This design comes from an exercise in tuning for small area, a short achievable clock period and few clock cycles per item on the open sky130 flow, not from production work.

rev 12:
Design subbytes_pipe, start of the top module:
module subbytes_pipe #(
    parameter int NUM_BYTES = 16,
    parameter int LANE_W    = 8
) (
    input  logic                   clk_i,
    input  logic                   rst_ni,
    input  logic                   in_valid_i,
    output logic                   in_ready_o,
    input  logic [8*NUM_BYTES-1:0] in_data_i,
    input  logic                   inv_i,
    output logic                   out_valid_o,
    input  logic                   out_ready_i,
    output logic [8*NUM_BYTES-1:0] out_data_o,
    output logic                   busy_o
);
    if (LANE_W != 8) begin : g_bad_lane_w
        $error("subbytes_pipe: LANE_W must be 8");
    end
    if (NUM_BYTES < 1 || NUM_BYTES > 16) begin : g_bad_num_bytes
        $error("subbytes_pipe: NUM_BYTES must be in 1..16");
    end
    localparam int NB = NUM_BYTES;
    logic            adv;         
    logic            acc;         
    logic            inc;         
    logic            o_free;      
    logic            sp_valid;    
    logic [8*NB-1:0] sp_data;
    logic [8*NB-1:0] res;         
    logic            sp_valid_d;
    logic            o_valid_d;
    logic            v1;
    logic            inv1;
    logic [8*NB-1:0] b1_d, b1_q;
    logic            v2;
    logic            inv2;
    logic [12*NB-1:0] b2_d, b2_q;
    logic            busy_q;
    logic            stall_q;     
    assign in_ready_o = !stall_q;
    assign acc        = in_valid_i && adv;
    assign inc        = adv && v2;
    assign o_free     = !out_valid_o || out_ready_i;
    assign busy_o     = busy_q;
    for (genvar k = 0; k < NB; k++) begin : g_lane
        sb_x_td u_x_td (.a(b1_q[8*k +: 8]), .inv(inv1), .b(b2_d[12*k +: 12]));
        sb_td_y u_td_y (.a(b2_q[12*k +: 12]), .inv(inv2), .b(res[8*k +: 8]));
    end
    assign b1_d = in_data_i;
    assign o_valid_d  = o_free ? (sp_valid || inc) : 1'b1;
    assign sp_valid_d = o_free ? (sp_valid && inc) : (sp_valid || inc);
    always_ff @(posedge clk_i or negedge rst_ni) begin
        if (!rst_ni) begin
  ...
export LEC_CHECK = 0
export CAP_MARGIN = 20
export CORE_MARGIN = 2
export CORE_UTILIZATION = 45
export PLACE_DENSITY = 0.6
export SLEW_MARGIN = 20
export SYNTH_HIERARCHICAL = 1
export SYNTH_MINIMUM_KEEP_SIZE = 0
create_clock -name core_clock -period 13.0 [get_ports {clk_i}]
standard.sh (not shown) runs the stock make flow with config.mk's settings and CLKGATE_MAP_FILE= SYNTH_SCRIPT=/design/flow/synth_recipe.tcl, a recipe that flattens the netlist after the stock synthesis.
==> flow/flow/run.sh <==
#!/bin/bash
# Own layout flow: the standard flow (standard.sh) with two changes that
# only affect how the layout is built:
#  - port buffers use buf_4 instead of the default small delay-buffer cell
#  - repair_timing aims for extra setup slack (SETUP_SLACK_MARGIN), so gates on
#    the critical paths get sized up although the 13 ns clock is met anyway
# Each tool's output goes to standard.log (and ORFS's own per-step logs).
export BUFFER_PORTS_ARGS="-buffer_cell sky130_fd_sc_hd__buf_4"
bash standard.sh finish SETUP_SLACK_MARGIN=${MARGIN:-9} > standard.log 2>&1
What rev 13 does differently from rev 12 at the input level:
==> flow/flow/run.sh <==
#!/bin/bash
# Own layout flow: the standard flow (standard.sh) with two changes that
# only affect how the layout is built:
#  - port buffers use buf_4 instead of the default small delay-buffer cell
#  - repair_timing aims for extra setup slack (SETUP_SLACK_MARGIN), so gates on
#    the critical paths get sized up although the 13 ns clock is met anyway
# Each tool's output goes to standard.log (and ORFS's own per-step logs).
export BUFFER_PORTS_ARGS="-buffer_cell sky130_fd_sc_hd__buf_2"
bash standard.sh finish SETUP_SLACK_MARGIN=${MARGIN:-9} > standard.log 2>&1
Findings:
Rev 13 finished every step from synthesis to the final layout, and the layout passed the timing, design-rule and antenna checks. Rev 12 was routed with more vias than rev 13. Rev 13 vs. rev 12: TritonCTS buffer count saw a decrease; routed wire length saw a decrease; number of clock buffers in the layout saw a decrease; wire length of the first global-routing pass saw little to no change; minimum setup slack after placement saw a decrease. Re utilization: rev 13 is 0.70 points down on rev 12. Rev 13 gives less detailed-route wire length per cell than rev 12 did. In terms of worst hold slack, rev 12 and rev 13 differ only marginally. The setup slack of rev 13 is larger than that of rev 12.
No functional check of the RTL was part of any run of this note.

==> separate check: timing with driven ports <==
In the flow no input, the clock included, has a driving cell. The finished layouts below were timed again as built, in two steps.
Step 1 sets driving cells, clkbuf_16 on the clock port and buf_2 on the other inputs (assumed; they add their load-dependent delay and slew).
Step 2, shift: input delay + t, output delay - t, t = (earliest + latest rising clock arrival at the registers) / 2. This alone moves slack from input paths to output paths.
a / b / c = ideal / step 1 / step 2; a / b = the first two.
run | t (ns) | slack for setup (ns) | worst register clock-pin slew, ns
rev 12 | 0.683 | 8.929 / 8.929 / 8.475 | 0.06 / 0.06
rev 13 | 0.680 | 8.957 / 8.957 / 8.483 | 0.06 / 0.06
After both steps every run listed still meets setup and hold. The setup slack of rev 13, which loses most, moves by 0.000 ns with the drivers and by -0.474 ns with both steps.
